From an optimization exercise on the open Yosys and OpenROAD flow, aimed at small area, a short achievable clock period and few clock cycles per item; shortcuts taken in it are not production practice.
In this exercise RTL edits were held to simulation tests only and were not proved equivalent to the original.

run 1:
// sqrTop
module sqrTop
(
   input  logic        clk_sq,
   input  logic        reset_sq,
   input  logic        start,
   input  logic [63:0] sqIn,
   output logic [63:0] sqOut,
   output logic        doneIter
);
Size in the first run: ~130 I/O pins, about 64000 µm² of cells after synthesis.
clock: 20.0 ns
lec_check: 0
cap_margin: 20
cell_pad_in_sites_detail_placement: 1
cell_pad_in_sites_global_placement: 1
core_margin: 2
core_utilization: 55
slew_margin: 20
synth_memory_max_bits: 16384
standard.sh (not shown) runs the stock make flow with config.mk's settings and CLKGATE_MAP_FILE= SYNTH_SCRIPT=/design/flow/synth_recipe.tcl, a recipe that flattens the netlist after the stock synthesis.
==> flow/flow/run.sh <==
#!/bin/bash
# Layout flow: the standard ORFS flow (standard.sh), with two changes.
#  1. Synthesis runs the standard flow's own script, except that Yosys's synth skips its
#     early abc pass (-noabc), so extract_fa sees the adders as the RTL
#     writes them.  Registers are unchanged (same names, count and cells).
#  2. The synthesized netlist goes through flow/polarity.py, which removes
#     the inverters left between full adders (flipping self-dual adders and
#     swapping gates for their complements); then the standard flow goes on
#     from floorplan, with repair_timing aiming for extra setup slack.
set -euo pipefail
R=$PWD/orfs/results/$FLOW_PLATFORM/sqrTop/base
sed 's/yosys synth -nofsm -noshare/yosys synth -nofsm -noshare -noabc/' synth_recipe.tcl > noabc_synth.tcl
bash standard.sh SYNTH_SCRIPT=$PWD/noabc_synth.tcl $R/1_2_yosys.v > synth.log 2>&1
cp $R/1_2_yosys.v yosys_netlist.v
python3 flow/polarity.py yosys_netlist.v polarity_netlist.v > polarity.log 2>&1
cp polarity_netlist.v $R/1_2_yosys.v
export SETUP_SLACK_MARGIN=${SETUP_MARGIN:-11}
bash standard.sh SYNTH_SCRIPT=$PWD/noabc_synth.tcl > layout.log 2>&1
Other scripts of this flow, unchanged in this note and not shown: flow/flow/libfuncs.py, flow/flow/polarity.py
Run 1 finished every stage and its layout cleared the timing, design-rule and antenna checks.
Testbench counts of run 1, summed over its fixed seeds: cycles 1,664, items 1,536.
Changes in run 2 relative to run 1:
- swapping 55 for 33 in CORE_UTILIZATION
-- flow/flow/run.sh --
<<< run 1, line 17
export SETUP_SLACK_MARGIN=${SETUP_MARGIN:-11}
>>> run 2, line 17
export SETUP_SLACK_MARGIN=${SETUP_MARGIN:-15}
Results
- Status | run 2 and run 1 | clean
- [compare] base=run 1 new=run 2: cell count has increased, data required time at the worst endpoint went up.
- Diff run 1..run 2 | combined area of all synthesized cells | unchanged
- Run 2 has aggregate global-route resource usage below what run 1 had.
- Compared with run 1, the router placed fewer vias in run 2.
Here is what was changed in the inputs of run 3 compared with run 2.
- CORE_UTILIZATION now 40, was 33
-- flow/flow/run.sh --
<<< run 2, line 17
export SETUP_SLACK_MARGIN=${SETUP_MARGIN:-15}
>>> run 3, line 17
export SETUP_SLACK_MARGIN=${SETUP_MARGIN:-13}
==> notes.md <==
- Row total placed instance area: run 3 lower / run 2 higher
- Global-route usage (lower): run 2
- Run 3 vs run 2 on share of the cycle needed by the critical path after routing: run 3 is the higher one.
- The higher area overhead of the layout relative to synthesis of run 3 and run 2 is in run 2.
- Reported for run 3 and run 2, multi-input combinational cell count turned out identical to the last digit.
- [compare] base=run 2 new=run 3: total wire length after detailed routing shows a reduction of 4.0%; final core utilization shows an increase of 6.4 points.
Changes in run 4 relative to run 3:
-- flow/flow/run.sh --
<<< run 3, line 17
export SETUP_SLACK_MARGIN=${SETUP_MARGIN:-13}
>>> run 4, line 17
export SETUP_SLACK_MARGIN=${SETUP_MARGIN:-11}
--- outcome ---
Compared with run 3, in run 4 growth of design area from synthesis to finish rose by 2.9 points; count of filler cells inserted in the layout fell by about 0.6%. Commonest non-fill, non-tap cell in the layout = sky130_fd_sc_hd__nand2_1: run 4; commonest non-fill, non-tap cell in the layout = sky130_fd_sc_hd__fa_1: run 3.


Starting RTL as in the previous note.
export LEC_CHECK = 0
export CAP_MARGIN = 20
export CELL_PAD_IN_SITES_DETAIL_PLACEMENT = 1
export CELL_PAD_IN_SITES_GLOBAL_PLACEMENT = 1
export CORE_MARGIN = 2
export CORE_UTILIZATION = 33
export SLEW_MARGIN = 20
export SYNTH_MEMORY_MAX_BITS = 16384
create_clock -name core_clock -period 20.0 [get_ports {clk_sq}]
==> flow/flow/run.sh <==
#!/bin/bash
# Layout flow: the standard ORFS flow (standard.sh), with two changes.
#  1. Synthesis runs the standard flow's own script, except that Yosys's synth skips its
#     early abc pass (-noabc), so extract_fa sees the adders as the RTL
#     writes them.  Registers are unchanged (same names, count and cells).
#  2. The synthesized netlist goes through flow/polarity.py, which removes
#     the inverters left between full adders (flipping self-dual adders and
#     swapping gates for their complements); then the standard flow goes on
#     from floorplan, with repair_timing aiming for extra setup slack.
set -euo pipefail
R=$PWD/orfs/results/$FLOW_PLATFORM/sqrTop/base
sed 's/yosys synth -nofsm -noshare/yosys synth -nofsm -noshare -noabc/' synth_recipe.tcl > noabc_synth.tcl
bash standard.sh SYNTH_SCRIPT=$PWD/noabc_synth.tcl $R/1_2_yosys.v > synth.log 2>&1
cp $R/1_2_yosys.v yosys_netlist.v
python3 flow/polarity.py yosys_netlist.v polarity_netlist.v > polarity.log 2>&1
cp polarity_netlist.v $R/1_2_yosys.v
export SETUP_SLACK_MARGIN=${SETUP_MARGIN:-13}
bash standard.sh SYNTH_SCRIPT=$PWD/noabc_synth.tcl > layout.log 2>&1
Other scripts of this flow, unchanged in this note and not shown: flow/flow/libfuncs.py, flow/flow/polarity.py
The starting point completed with no timing, DRC or antenna violations.
Testbench counts at the start, summed over its fixed seeds: cycles 1,664, items 1,536.
Edit:
CORE_UTILIZATION = 25   (was 33)
What happened:
- register-to-register slack is worse by 0.12 ns
- final area hardly moves
- core utilization went down by 10 points
- critical path depth went down by 4
- via count went up by 0.77%
- cell count went up by 9.0%
- worst hold slack is better by 0.063 ns
Edit:
--- a/flow/flow/run.sh
+++ b/flow/flow/run.sh
@@ -17 +17 @@
-export SETUP_SLACK_MARGIN=${SETUP_MARGIN:-13}
+export SETUP_SLACK_MARGIN=${SETUP_MARGIN:-12}
CORE_UTILIZATION = 33   (was 25)
Result: The new run produced a clean layout. Clock skew goes down by 0.011 ns. Area after synthesis stays the same. Non-clock buffer count increases by 3. Clock-buffer cell count is unchanged. Hold slack degrades by 0.049 ns. Wire length decreases by 4.3%. Global-route usage increases by 7.7 points.


## the previous run
Another version of the RTL of sqrTop (not shown whole).
Size in the first run: roughly 6000 cells after synthesis, ~66000 um^2 of cells after synthesis.
export LEC_CHECK = 0
export CAP_MARGIN = 20
export CELL_PAD_IN_SITES_DETAIL_PLACEMENT = 1
export CELL_PAD_IN_SITES_GLOBAL_PLACEMENT = 1
export CORE_MARGIN = 2
export CORE_UTILIZATION = 40
export SLEW_MARGIN = 20
export SYNTH_MEMORY_MAX_BITS = 16384
create_clock -name core_clock -period 20.0 [get_ports {clk_sq}]
==> flow/flow/run.sh <==
#!/bin/bash
# Layout flow: the standard ORFS flow (standard.sh), with two changes.
#  1. Synthesis runs the standard flow's own script, except that Yosys's synth skips its
#     early abc pass (-noabc), so extract_fa sees the adders as the RTL
#     writes them.  Registers are unchanged (same names, count and cells).
#  2. The synthesized netlist goes through flow/polarity.py, which removes
#     the inverters left between full adders (flipping self-dual adders and
#     swapping gates for their complements); then the standard flow goes on
#     from floorplan, with repair_timing aiming for extra setup slack.
set -euo pipefail
R=$PWD/orfs/results/$FLOW_PLATFORM/sqrTop/base
sed 's/yosys synth -nofsm -noshare/yosys synth -nofsm -noshare -noabc/' synth_recipe.tcl > noabc_synth.tcl
bash standard.sh SYNTH_SCRIPT=$PWD/noabc_synth.tcl $R/1_2_yosys.v > synth.log 2>&1
cp $R/1_2_yosys.v yosys_netlist.v
python3 flow/polarity.py yosys_netlist.v polarity_netlist.v > polarity.log 2>&1
cp polarity_netlist.v $R/1_2_yosys.v
export SETUP_SLACK_MARGIN=${SETUP_MARGIN:-7}
bash standard.sh SYNTH_SCRIPT=$PWD/noabc_synth.tcl > layout.log 2>&1
Other scripts of this flow, unchanged in this note and not shown: flow/flow/libfuncs.py, flow/flow/polarity.py
Testbench counts of the previous run, summed over its fixed seeds: cycles 1,664, items 1,536.
The following lists how the current run was set up differently from the previous run:
--- a/flow/flow/run.sh
+++ b/flow/flow/run.sh
@@ -16,3 +16,3 @@
 cp polarity_netlist.v $R/1_2_yosys.v
-export SETUP_SLACK_MARGIN=${SETUP_MARGIN:-7}
+export SETUP_SLACK_MARGIN=${SETUP_MARGIN:-11}
 bash standard.sh SYNTH_SCRIPT=$PWD/noabc_synth.tcl > layout.log 2>&1
==> notes.md <==
Going from the previous run to the current run, post-CTS clock slew at the launch and capture registers of the worst setup and hold paths shows no meaningful change; headroom to the max-slew limit now smaller; flip-flop and latch area increased about 3.6%. Number of cells on the worst reg-to-reg path, the current run vs the previous run: up by more than a quarter. Against the previous run, the current run comes in 0.27 points lower on sequential share of layout area.

static timing again, ports no longer ideal:
How much do the figures lean on ideal ports? The routed layouts below were timed once more, with nothing changed but the port constraints.
Step 1, drivers: a clkbuf_16 drives clk_sq and a buf_2 each remaining input, both assumed.
Step 2, shift: input delay + t, output delay - t, t = (earliest + latest rising clock arrival at the registers) / 2. This alone moves slack from input paths to output paths.
Three values: no drivers, after step 1, after step 2; two values: the first two.
run | shift t [ns] | setup slack, ns | slew at the worst register clock pin (ns) | worst slew at a driven data input, ns
run 1 | 0.518 | 9.346 / 9.346 / 9.346 | 0.11 / 0.11 | 0.11
run 2 | 0.499 | 10.092 / 10.092 / 10.092 | 0.09 / 0.09 | 0.08
run 3 | 0.494 | 9.917 / 9.917 / 9.917 | 0.09 / 0.09 | 0.08
run 4 | 0.518 | 10.013 / 10.013 / 10.013 | 0.11 / 0.11 | 0.09
the first run of note 2 | 0.510 | 10.195 / 10.195 / 10.195 | 0.08 / 0.08 | 0.09
the second run of note 2 | 0.502 | 10.072 / 10.072 / 10.072 | 0.10 / 0.10 | 0.12
the third run of note 2 | 0.503 | 10.095 / 10.095 / 10.095 | 0.09 / 0.09 | 0.08
the previous run | 0.492 | 7.391 / 7.391 / 7.391 | 0.07 / 0.07 | 0.07
the current run | 0.506 | 9.962 / 9.962 / 9.962 | 0.08 / 0.08 | 0.08
After both steps setup and hold are still met in every run listed.
